Background: an optimization exercise with open tools, aiming at small area. Do not read the settings as production practice.
In this exercise RTL edits were held to simulation tests only and were not proved equivalent to the original.
Power is estimated from default activity; no workload was simulated.

## run 1
## skin_box_overlay_top
module skin_box_overlay_top (
    input  logic        clk,
    input  logic        reset,
    input  logic        vsync_i,
    input  logic        href_i,
    input  logic        pix_stb_i,
    input  logic [7:0]  u_i,
    input  logic [7:0]  v_i,
    input  logic [7:0]  u_ref_i,
    input  logic [7:0]  v_ref_i,
    input  logic [15:0] area_thresh_i,
    input  logic        mode_i,
    input  logic [9:0]  draw_x_i,
    input  logic [9:0]  draw_y_i,
    input  logic [6:0]  luma_i,
    output logic [6:0]  red_o,
    output logic [6:0]  green_o,
    output logic [6:0]  blue_o
);
export LEC_CHECK = 0
export CAP_MARGIN = 20
export CORE_MARGIN = 2
export CORE_UTILIZATION = 55
export CTS_BUF_LIST = sky130_fd_sc_hd__clkbuf_4
export CTS_CLUSTER_DIAMETER = 45
export CTS_CLUSTER_SIZE = 10
export GPL_ROUTABILITY_DRIVEN = 0
export SLEW_MARGIN = 20
export SYNTH_HIERARCHICAL = 1
export SYNTH_MINIMUM_KEEP_SIZE = 0
create_clock -name core_clock -period 10.0 [get_ports {clk}]
standard.sh (not shown) runs the stock make flow with config.mk's settings and CLKGATE_MAP_FILE= SYNTH_SCRIPT=/design/flow/synth_recipe.tcl, a recipe that flattens the netlist after the stock synthesis.
==> flow/flow/run.sh <==
#!/bin/bash
# The standard layout (the standard.sh, standard synthesis unchanged), with two
# changes: ports are buffered with the smallest buffer (buf_1) instead of
# clkdlybuf4s50_1, and clock tree synthesis runs without dummy loads.
# Every port still gets its own buffer and the clock still reaches every register
# through the clock tree. make's full output goes to flow_make.log here; each ORFS
# step also keeps its own log under orfs/logs/.
set -euo pipefail
export BUFFER_PORTS_ARGS="-buffer_cell sky130_fd_sc_hd__buf_1"
export CTS_ARGS='-sink_clustering_enable -repair_clock_nets -dont_use_dummy_load -buf_list sky130_fd_sc_hd__clkbuf_4 -sink_clustering_size 10 -sink_clustering_max_diameter 45'
bash standard.sh > flow_make.log 2>&1
What run 2 does differently from run 1 at the input level:
-- flow/config.mk --
<<< run 1, line 12
export CTS_CLUSTER_DIAMETER = 45
export CTS_CLUSTER_SIZE = 10
export GPL_ROUTABILITY_DRIVEN = 0
export SLEW_MARGIN = 20
export SYNTH_HIERARCHICAL = 1
>>> run 2, line 12
export CTS_CLUSTER_DIAMETER = 45
export CTS_CLUSTER_SIZE = 10
export PLACE_DENSITY = 0.75
export SLEW_MARGIN = 20
export SYNTH_HIERARCHICAL = 1
==> comparison <==
- Per the comparison of run 2 with run 1, area added between synthesis and finish -0.27 points, met1 routing resource usage after global routing down 2.5 points, hold slack grew by 0.025 ns.
- Run 2 vs run 1: logic depth of the worst setup path including buffers up
diff inputs: run 2 => run 3
-- flow/config.mk --
<<< run 2, line 12
export CTS_CLUSTER_DIAMETER = 45
export CTS_CLUSTER_SIZE = 10
export PLACE_DENSITY = 0.75
export SLEW_MARGIN = 20
export SYNTH_HIERARCHICAL = 1
>>> run 3, line 12
export CTS_CLUSTER_DIAMETER = 45
export CTS_CLUSTER_SIZE = 10
export SLEW_MARGIN = 20
export SYNTH_HIERARCHICAL = 1
- Run 3 against run 2: final standard cell area without fillers held; worst max-slew margin expressed relative to the limit rose by 8.3 points; fmax did not really move.
- In terms of internal power summed over all cells, run 3 and run 2 differ only marginally.
- There was hardly any difference in area of the multi-input gates between run 3 and run 2.
- Looking at run 2 and run 3, the fraction of area in clock buffers and inverters is a wash.
- Against run 2, run 3 comes in about 1.8% higher on average wire per standard cell.
Edits applied to the flow inputs when going from run 3 to run 4:
-- flow/flow/run.sh --
<<< run 3, line 8
set -euo pipefail
export BUFFER_PORTS_ARGS="-buffer_cell sky130_fd_sc_hd__buf_1"
export CTS_ARGS='-sink_clustering_enable -repair_clock_nets -dont_use_dummy_load -buf_list sky130_fd_sc_hd__clkbuf_4 -sink_clustering_size 10 -sink_clustering_max_diameter 45'
bash standard.sh > flow_make.log 2>&1
>>> run 4, line 8
set -euo pipefail
export BUFFER_PORTS_ARGS="-buffer_cell sky130_fd_sc_hd__buf_1"
export RECOVER_POWER=100
export CTS_ARGS='-sink_clustering_enable -repair_clock_nets -dont_use_dummy_load -buf_list sky130_fd_sc_hd__clkbuf_4 -sink_clustering_size 10 -sink_clustering_max_diameter 45'
bash standard.sh > flow_make.log 2>&1
Findings:
- Looking across run 3 and run 4, the single run that reached the end with no open violations was run 3.
- Run 4 ran in full, but the layout does not pass; the checks complain about capacitance limit, slew limit.
- Actual transition at the worst max-transition pin (higher): run 4
- Die area came out exactly the same in run 3 and run 4.
- Compared with run 3, in run 4 post-detailed-route wirelength per cell now sits at about the same level, post-route worst setup slack now sits lower, total power draw now sits at about the same level.
- Diff run 4..run 3 | power spent charging and discharging nets | negligible
- ~same final wirelength in run 3 and run 4

* * *

## run A
skin_box_overlay_top, a different RTL version from the one above (not shown whole).
Size: roughly 850 flip-flops, about 100 I/O pins, ~0.032 mm2 of cells after synthesis.
Settings: LEC_CHECK=0, CAP_MARGIN=20, CORE_MARGIN=2, CORE_UTILIZATION=55, CTS_BUF_LIST=sky130_fd_sc_hd__clkbuf_8, CTS_CLUSTER_DIAMETER=60, CTS_CLUSTER_SIZE=16, SLEW_MARGIN=20, SYNTH_HIERARCHICAL=1, SYNTH_MINIMUM_KEEP_SIZE=0; clock period 10.0 ns.
==> flow/flow/run.sh <==
#!/bin/bash
# The standard layout (the standard.sh, standard synthesis unchanged), with two
# changes: ports are buffered with the smallest buffer (buf_1) instead of
# clkdlybuf4s50_1, and clock tree synthesis runs without dummy loads.
# Every port still gets its own buffer and the clock still reaches every register
# through the clock tree. make's full output goes to flow_make.log here; each ORFS
# step also keeps its own log under orfs/logs/.
set -euo pipefail
export BUFFER_PORTS_ARGS="-buffer_cell sky130_fd_sc_hd__buf_1"
export CTS_ARGS='-sink_clustering_enable -repair_clock_nets -dont_use_dummy_load -buf_list sky130_fd_sc_hd__clkbuf_8 -sink_clustering_size 20 -sink_clustering_max_diameter 50'
bash standard.sh > flow_make.log 2>&1
What run B does differently from run A at the input level:
--- a/flow/flow/run.sh
+++ b/flow/flow/run.sh
@@ -9,3 +9,3 @@
 export BUFFER_PORTS_ARGS="-buffer_cell sky130_fd_sc_hd__buf_1"
-export CTS_ARGS='-sink_clustering_enable -repair_clock_nets -dont_use_dummy_load -buf_list sky130_fd_sc_hd__clkbuf_8 -sink_clustering_size 20 -sink_clustering_max_diameter 50'
+export CTS_ARGS="-sink_clustering_enable -repair_clock_nets -dont_use_dummy_load -buf_list sky130_fd_sc_hd__clkbuf_8 -sink_clustering_size 16 -sink_clustering_max_diameter 60"
 bash standard.sh > flow_make.log 2>&1
[summary]
- Run B reached the end of the flow, and the finished layout is clean on the timing, design-rule and antenna checks.
- Insertion delay to the later sink of the worst-skew pair ends up higher on run A.
- Cmp run B vs run A: worst IR drop on VDD higher in run B
- When the final numbers for run A and run B were put side by side, the met2 usage in global routing turned out to be greater in run B.
- Run B vs run A, critical path endpoint: g_q[3]$_DFF_PP0_ vs g_q[1]$_DFF_PP0_
- Final non-filler cell area: run A vs run B — no meaningful difference
- Diff run A -> run B: proportion of final cell area spent on non-clock buffers saw little to no change, largest fanout of any net on the critical path rose 11, total power moved down, met1 track utilization from global routing picked up an extra 0.29 points.
- On standard cell area after detailed placement, run B tracks run A almost exactly.
The inputs of run C differ from those of run B as listed below.
--- a/flow/flow/run.sh
+++ b/flow/flow/run.sh
@@ -9,3 +9,3 @@
 export BUFFER_PORTS_ARGS="-buffer_cell sky130_fd_sc_hd__buf_1"
-export CTS_ARGS="-sink_clustering_enable -repair_clock_nets -dont_use_dummy_load -buf_list sky130_fd_sc_hd__clkbuf_8 -sink_clustering_size 16 -sink_clustering_max_diameter 60"
+export CTS_ARGS='-sink_clustering_enable -repair_clock_nets -dont_use_dummy_load -buf_list sky130_fd_sc_hd__clkbuf_4 -sink_clustering_size 10 -sink_clustering_max_diameter 45'
 bash standard.sh > flow_make.log 2>&1
Findings:
- Cmp run C vs run B: area growth from synthesis to final layout lower in run C
- Clock power was lower in run C than in run B.
- When the final numbers for run B and run C were put side by side, the initial antenna violation count turned out to be smaller in run B.
- Critical path depth ended up 1 higher on run C than on run B.
- Per the comparison of run C with run B, highest attainable clock frequency went up by about 1.3%; global-route wire length before repair rose by about 0.44%; die outline width now sits at about the same level; normalized max-slew margin rose by 6.8 points.
Changes in run D relative to run C:
# run C
export LEC_CHECK = 0
export CAP_MARGIN = 20
export CORE_MARGIN = 2
export CORE_UTILIZATION = 55
export CTS_BUF_LIST = sky130_fd_sc_hd__clkbuf_8
export CTS_CLUSTER_DIAMETER = 60
export CTS_CLUSTER_SIZE = 16
export SLEW_MARGIN = 20
export SYNTH_HIERARCHICAL = 1
export SYNTH_MINIMUM_KEEP_SIZE = 0
create_clock -name core_clock -period 10.0 [get_ports {clk}]
# run D
export LEC_CHECK = 0
export CAP_MARGIN = 20
export CORE_MARGIN = 2
export CORE_UTILIZATION = 70
export CTS_BUF_LIST = sky130_fd_sc_hd__clkbuf_8
export CTS_CLUSTER_DIAMETER = 60
export CTS_CLUSTER_SIZE = 16
export SLEW_MARGIN = 20
export SYNTH_HIERARCHICAL = 1
export SYNTH_MINIMUM_KEEP_SIZE = 0
create_clock -name core_clock -period 10.0 [get_ports {clk}]
--- a/flow/flow/run.sh
+++ b/flow/flow/run.sh
@@ -9,3 +9,3 @@
 export BUFFER_PORTS_ARGS="-buffer_cell sky130_fd_sc_hd__buf_1"
-export CTS_ARGS='-sink_clustering_enable -repair_clock_nets -dont_use_dummy_load -buf_list sky130_fd_sc_hd__clkbuf_4 -sink_clustering_size 10 -sink_clustering_max_diameter 45'
+export CTS_ARGS="-sink_clustering_enable -repair_clock_nets -dont_use_dummy_load -buf_list sky130_fd_sc_hd__clkbuf_8 -sink_clustering_size 16 -sink_clustering_max_diameter 60"
 bash standard.sh > flow_make.log 2>&1
==> comparison <==
- Run D | status: complete | timing, DRC, antenna: pass
- Side by side, overall power turned out higher in run D than in run C.
- Critical path depth in cells came out higher on run D than on run C.
- First element of the critical path: draw_y_i[7] -> run D, draw_x_i[7] -> run C
- Run comparison: run D library cell contributing the largest single delay on the critical path nor2_4; run C library cell contributing the largest single delay on the critical path a41oi_1
- Diff run C -> run D: number of DRC violations after detailed-routing iteration 0 grew by 11%, maximum number of pins on one net before global-route repair fell by 17%.

[port drivers added, routing unchanged]
How much do the figures lean on ideal ports? The routed layouts below were timed once more, with nothing changed but the port constraints.
Step 1 assumes that a clkbuf_16 drives the clock port and a buf_2 every other input.
Step 2 moves the port delays by t, midway between the first and last clock arrival at a register: inputs arrive t later, outputs are due t later. That takes back most of the time a late clock gives input paths.
Slacks: ideal ports / drivers / drivers and shift; pairs: ideal ports / drivers.
| run | t (ns) | setup slack, ns | worst setup path after step 2 | latest minus earliest clock arrival (ns) | worst register clock-pin slew, ns |
|---|---|---|---|---|---|
| run 1 | 0.917 | 0.595 / 0.634 / -0.284 | input to register | 0.107 / 0.107 | 0.12 / 0.12 |
| run 2 | 0.916 | 0.709 / 0.749 / -0.168 | input to register | 0.111 / 0.111 | 0.12 / 0.12 |
| run 3 | 0.910 | 0.730 / 0.760 / -0.151 | input to register | 0.089 / 0.089 | 0.12 / 0.12 |
| run 4 | 0.915 | 0.631 / 0.661 / -0.254 | input to register | 0.093 / 0.093 | 0.12 / 0.12 |
| run A | 0.727 | 0.487 / 0.415 / -0.312 | input to register | 0.098 / 0.098 | 0.12 / 0.12 |
| run B | 0.718 | 0.421 / 0.350 / -0.367 | input to register | 0.068 / 0.067 | 0.10 / 0.10 |
| run C | 0.908 | 0.547 / 0.464 / -0.445 | input to register | 0.129 / 0.129 | 0.11 / 0.11 |
| run D | 0.700 | 0.352 / 0.383 / -0.317 | input to register | 0.084 / 0.084 | 0.10 / 0.10 |
The setup slack of run C, which loses most, moves by -0.083 ns with the drivers and by -0.992 ns with both steps.
